What follows belongs to an exercise in optimizing a design on an open flow for small area; a production flow would make more cautious choices.
At most, simulation tests tie the RTL to the original design; equivalence was not proved.
Power and IR drop assume default switching activity. No driver is modelled on the clock port, so clocking that relies on it looks cheaper here than on a real chip.

Design band_filter_sequencer, start of the top module:
module band_filter_sequencer
#(
  parameter int  FREQ_W        = 32,
  parameter int  NUM_BANDS     = 8,
  parameter int  BREAK_CYCLES  = 4,
  parameter int  SETTLE_CYCLES = 8,
  parameter int  HYST_HZ       = 10000,
  localparam int IDX_W         = $clog2(NUM_BANDS)
) (
  input  logic                 clock,
  input  logic                 reset,
  input  logic [FREQ_W-1:0]    frequency,
  input  logic                 freq_valid,
  input  logic                 tx,
  input  logic                 tbl_we,
  input  logic [IDX_W-1:0]     tbl_addr,
  input  logic [FREQ_W-1:0]    tbl_lo,
  input  logic [FREQ_W-1:0]    tbl_hi,
  input  logic                 tbl_en,
  output logic [NUM_BANDS-1:0] filt_sel,
  output logic                 mute,
  output logic                 busy
);
make LEC_CHECK=0 CAP_MARGIN=20 CORE_MARGIN=2 CORE_UTILIZATION=40 CTS_CLUSTER_DIAMETER=150 CTS_CLUSTER_SIZE=25 SLEW_MARGIN=20 SYNTH_HIERARCHICAL=1 SYNTH_MINIMUM_KEEP_SIZE=0 finish   # period 6.5 ns
run.sh (not shown) runs the stock make flow with config.mk's settings and CLKGATE_MAP_FILE= SYNTH_SCRIPT=/design/flow/synth_recipe.tcl, a recipe that flattens the netlist after the stock synthesis.
Edit:
==> flow/flow/run.sh (new file) <==
#!/bin/bash
# The standard layout, with the port buffers made from the smallest buffer cell and a clock
# tree of larger sink clusters without dummy balancing loads.
set -euo pipefail
bash standard.sh \
  'BUFFER_PORTS_ARGS=-buffer_cell sky130_fd_sc_hd__buf_1' \
  'CTS_ARGS=-sink_clustering_enable -repair_clock_nets -sink_clustering_size 30 -sink_clustering_max_diameter 150 -dont_use_dummy_load' \
  finish > make_finish.log 2>&1
==> flow/standard.sh (new file) <==
#!/bin/bash
# synth_recipe.tcl (not shown) runs the flow's synth.tcl, then flattens the netlist and writes it again
# the make line also repeats each setting of config.mk as NAME=value (left out here)
make -C /OpenROAD-flow-scripts/flow DESIGN_CONFIG=/design/flow/config.mk WORK_HOME=/design/flow/orfs CLKGATE_MAP_FILE= SYNTH_SCRIPT=/design/flow/synth_recipe.tcl "${@:-finish}"
Settings changed: CAP_MARGIN 20 to 5, CORE_UTILIZATION 40 to 55, CTS_CLUSTER_DIAMETER 150 to not set, CTS_CLUSTER_SIZE 25 to not set, PLACE_DENSITY set to 0.7, SLEW_MARGIN 20 to 5.
removed: flow/run.sh
=> Worst setup slack gets worse by 0.26 ns. Cell count drops by 8.0%. Sequential power stays flat.
Edit:
Settings changed: CORE_UTILIZATION 55 to 40, PLACE_DENSITY 0.7 to not set.
After rerunning: The new run ran to the end with no violations. Routed wire length came out higher by 2.0%. Combinational power increases by about 1%. Synthesized area does not change.
Edit:
==> flow/flow/run.sh (replaced) <==
#!/bin/bash
# The standard layout, with the port buffers made from the smallest buffer cell and a clock
# tree of larger sink clusters without dummy balancing loads; non-critical gates are
# downsized after global routing.
set -euo pipefail
bash standard.sh \
  'BUFFER_PORTS_ARGS=-buffer_cell sky130_fd_sc_hd__buf_1' \
  'CTS_ARGS=-sink_clustering_enable -repair_clock_nets -sink_clustering_size 30 -sink_clustering_max_diameter 150 -dont_use_dummy_load' \
  'RECOVER_POWER=100' \
  finish > make_finish.log 2>&1
Settings changed: CAP_MARGIN 5 to 20, SLEW_MARGIN 5 to 20.
Now the flow reached the layout checks and failed them: max-capacitance violations, max-slew violations.
Final area hardly moves.
Die area does not change.
Sequential share of layout area goes up by 0.15 points.

Starting RTL as in the previous note.
clock: 6.5 ns
lec_check: 0
cap_margin: 5
core_margin: 2
core_utilization: 40
place_density: 0.5
slew_margin: 5
synth_hierarchical: 1
synth_minimum_keep_size: 0
standard.sh (not shown) runs the stock make flow with config.mk's settings and CLKGATE_MAP_FILE= SYNTH_SCRIPT=/design/flow/synth_recipe.tcl, a recipe that flattens the netlist after the stock synthesis.
==> flow/flow/run.sh <==
#!/bin/bash
# The standard layout, with the port buffers made from the smallest buffer cell and a clock
# tree of larger sink clusters without dummy balancing loads.
set -euo pipefail
bash standard.sh \
  'BUFFER_PORTS_ARGS=-buffer_cell sky130_fd_sc_hd__buf_1' \
  'CTS_ARGS=-sink_clustering_enable -repair_clock_nets -sink_clustering_size 30 -sink_clustering_max_diameter 150 -dont_use_dummy_load' \
  finish > make_finish.log 2>&1
==> next run, changes <==
==> flow/flow/run.sh (replaced) <==
#!/bin/bash
# The standard layout, with the port buffers made from the smallest buffer cell.
set -euo pipefail
bash standard.sh 'BUFFER_PORTS_ARGS=-buffer_cell sky130_fd_sc_hd__buf_1' finish > make_finish.log 2>&1
--- a/flow/config.mk
+++ b/flow/config.mk
@@ -6,9 +6,10 @@
 export NUM_CORES = 4
 export LEC_CHECK = 0
-export CAP_MARGIN = 5
+export CAP_MARGIN = 20
 export CORE_MARGIN = 2
 export CORE_UTILIZATION = 40
-export PLACE_DENSITY = 0.5
-export SLEW_MARGIN = 5
+export CTS_CLUSTER_DIAMETER = 150
+export CTS_CLUSTER_SIZE = 25
+export SLEW_MARGIN = 20
 export SYNTH_HIERARCHICAL = 1
 export SYNTH_MINIMUM_KEEP_SIZE = 0
=> Sequential power hardly moves; first-iteration DRC count rose by 21%; design area rose by 0.55%; sequential share of layout area fell by 0.30 points.
==> next run, changes <==
==> flow/run.sh (new file) <==
#!/bin/bash
# synth_recipe.tcl (not shown) runs the flow's synth.tcl, then flattens the netlist and writes it again
# the make line also repeats each setting of config.mk as NAME=value (left out here)
make -C /OpenROAD-flow-scripts/flow DESIGN_CONFIG=/design/flow/config.mk WORK_HOME=/design/flow/orfs CLKGATE_MAP_FILE= SYNTH_SCRIPT=/design/flow/synth_recipe.tcl finish
--- a/flow/config.mk
+++ b/flow/config.mk
@@ -9,6 +9,4 @@
 export CORE_MARGIN = 2
 export CORE_UTILIZATION = 40
-export CTS_CLUSTER_DIAMETER = 150
-export CTS_CLUSTER_SIZE = 25
 export SLEW_MARGIN = 20
 export SYNTH_HIERARCHICAL = 1
removed: flow/flow/run.sh
removed: flow/standard.sh
=> Clock-buffer cell count came out higher by 42; final area came out higher by 6.7%; hold slack loses 0.021 ns; routed wire length came out higher by 3.2%.
==> next run, changes <==
==> flow/flow/run.sh (new file) <==
#!/bin/bash
# The standard layout, with the port buffers made from the smallest buffer cell and a clock
# tree of larger sink clusters without dummy balancing loads.
set -euo pipefail
bash standard.sh \
  'BUFFER_PORTS_ARGS=-buffer_cell sky130_fd_sc_hd__buf_1' \
  'CTS_ARGS=-sink_clustering_enable -repair_clock_nets -sink_clustering_size 30 -sink_clustering_max_diameter 150 -dont_use_dummy_load' \
  finish > make_finish.log 2>&1
==> flow/standard.sh (new file) <==
#!/bin/bash
# synth_recipe.tcl (not shown) runs the flow's synth.tcl, then flattens the netlist and writes it again
# the make line also repeats each setting of config.mk as NAME=value (left out here)
make -C /OpenROAD-flow-scripts/flow DESIGN_CONFIG=/design/flow/config.mk WORK_HOME=/design/flow/orfs CLKGATE_MAP_FILE= SYNTH_SCRIPT=/design/flow/synth_recipe.tcl "${@:-finish}"
removed: flow/run.sh
After rerunning: The new run finished clean; core utilization is lower by 3.3 points; non-clock buffer count climbs by 4; first-iteration DRC count climbs by 3.3%; fmax drops by 4.7%; worst setup slack gets worse by 0.29 ns; cell count went down by 2.4%; total power drops by 22%; worst hold slack is better by 0.020 ns; global-route usage goes down by 1.1 points; cell area fell by 6.9%.
==> next run, changes <==
==> flow/flow/run.sh (replaced) <==
#!/bin/bash
# The standard layout, with the port buffers made from the smallest buffer cell.
set -euo pipefail
bash standard.sh 'BUFFER_PORTS_ARGS=-buffer_cell sky130_fd_sc_hd__buf_1' finish > make_finish.log 2>&1
--- a/flow/config.mk
+++ b/flow/config.mk
@@ -9,4 +9,7 @@
 export CORE_MARGIN = 2
 export CORE_UTILIZATION = 40
+export CTS_CLUSTER_DIAMETER = 150
+export CTS_CLUSTER_SIZE = 25
+export GPL_TIMING_DRIVEN = 0
 export SLEW_MARGIN = 20
 export SYNTH_HIERARCHICAL = 1
After rerunning:
- cell count went up by 1.2%
- total power increases by 4.6%
- synthesized cell count stays the same
- die area is unchanged
- via count fell by 0.55%
- wire length is about the same
- utilization went up by 1.4 points
- hold slack degrades by 0.0076 ns
- setup slack is better by 0.074 ns
- global-route usage drops by 0.16 points
- cell area goes up by 3.1%

Another version of the RTL of band_filter_sequencer (not shown whole).
For scale: roughly 510 flip-flops, ~120 I/O pins.
Settings: LEC_CHECK=0, CAP_MARGIN=20, CORE_MARGIN=2, CORE_UTILIZATION=40, SETUP_SLACK_MARGIN=0.15, SLEW_MARGIN=20, SYNTH_HIERARCHICAL=1, SYNTH_MINIMUM_KEEP_SIZE=0; clock period 6.5 ns.
==> flow/flow/run.sh <==
#!/bin/bash
# The standard layout, with the port buffers made from the smallest buffer cell and a clock
# tree of larger sink clusters without dummy balancing loads.
set -euo pipefail
bash standard.sh \
  'BUFFER_PORTS_ARGS=-buffer_cell sky130_fd_sc_hd__buf_1' \
  'CTS_ARGS=-sink_clustering_enable -repair_clock_nets -sink_clustering_size 30 -sink_clustering_max_diameter 150 -dont_use_dummy_load' \
  finish > make_finish.log 2>&1
The baseline completed with no timing, DRC or antenna violations.
Next try:
==> flow/run.sh (new file) <==
#!/bin/bash
# synth_recipe.tcl (not shown) runs the flow's synth.tcl, then flattens the netlist and writes it again
# the make line also repeats each setting of config.mk as NAME=value (left out here)
make -C /OpenROAD-flow-scripts/flow DESIGN_CONFIG=/design/flow/config.mk WORK_HOME=/design/flow/orfs CLKGATE_MAP_FILE= SYNTH_SCRIPT=/design/flow/synth_recipe.tcl finish
--- a/flow/config.mk
+++ b/flow/config.mk
@@ -9,5 +9,4 @@
 export CORE_MARGIN = 2
 export CORE_UTILIZATION = 40
-export SETUP_SLACK_MARGIN = 0.15
 export SLEW_MARGIN = 20
 export SYNTH_HIERARCHICAL = 1
removed: flow/flow/run.sh
removed: flow/standard.sh
Design area rises by 4.0%.
Global-route usage rises by 0.71 points.
Synthesized area stays the same.
Combinational power rises by about 3%.
Wire length rises by 0.62%.
Final cell count rises by 2.0%.
Via count rises by 2.0%.
Utilization rises by 1.8 points.
No run of this note included a check of the RTL's function; only the layout flow was run.

==> re-timing with driven ports <==
In the flow no input, the clock included, has a driving cell. The finished layouts below were timed again as built, in two steps.
Step 1 (the two cells are an assumption about what drives the block):
set clk [get_ports {clock}]
set_driving_cell -lib_cell sky130_fd_sc_hd__clkbuf_16 $clk
set_driving_cell -lib_cell sky130_fd_sc_hd__buf_2 [delete_from_list [all_inputs] $clk]
Step 2 times the ports against the registers' clock, not the clock port: input delays grow and output delays shrink by t, the midpoint of the rising clock arrivals with the driver on.
Three values: ideal ports, drivers, drivers and shift; two values: the first two.
run	shift t [ns]	setup slack, ns	clock arrival spread, ns	worst slew at a driven data input, ns
the first run of note 1	0.639	0.639 / 0.639 / 0.639	0.030 / 0.030	0.06
the second run of note 1	0.621	0.382 / 0.382 / 0.382	0.034 / 0.035	0.10
the third run of note 1	0.622	0.417 / 0.417 / 0.417	0.032 / 0.032	0.10
the fourth run of note 1	0.623	0.389 / 0.389 / 0.389	0.034 / 0.033	0.10
the first run of note 2	0.631	0.536 / 0.536 / 0.536	0.058 / 0.058	0.10
the second run of note 2	0.647	0.435 / 0.435 / 0.435	0.048 / 0.049	0.10
the third run of note 2	0.683	0.643 / 0.643 / 0.643	0.032 / 0.032	0.06
the fourth run of note 2	0.622	0.357 / 0.357 / 0.357	0.033 / 0.034	0.10
the fifth run of note 2	0.648	0.432 / 0.432 / 0.432	0.034 / 0.034	0.11
the first run of note 3	0.619	0.371 / 0.371 / 0.371	0.024 / 0.024	0.10
the second run of note 3	0.655	0.311 / 0.311 / 0.311	0.014 / 0.015	0.08
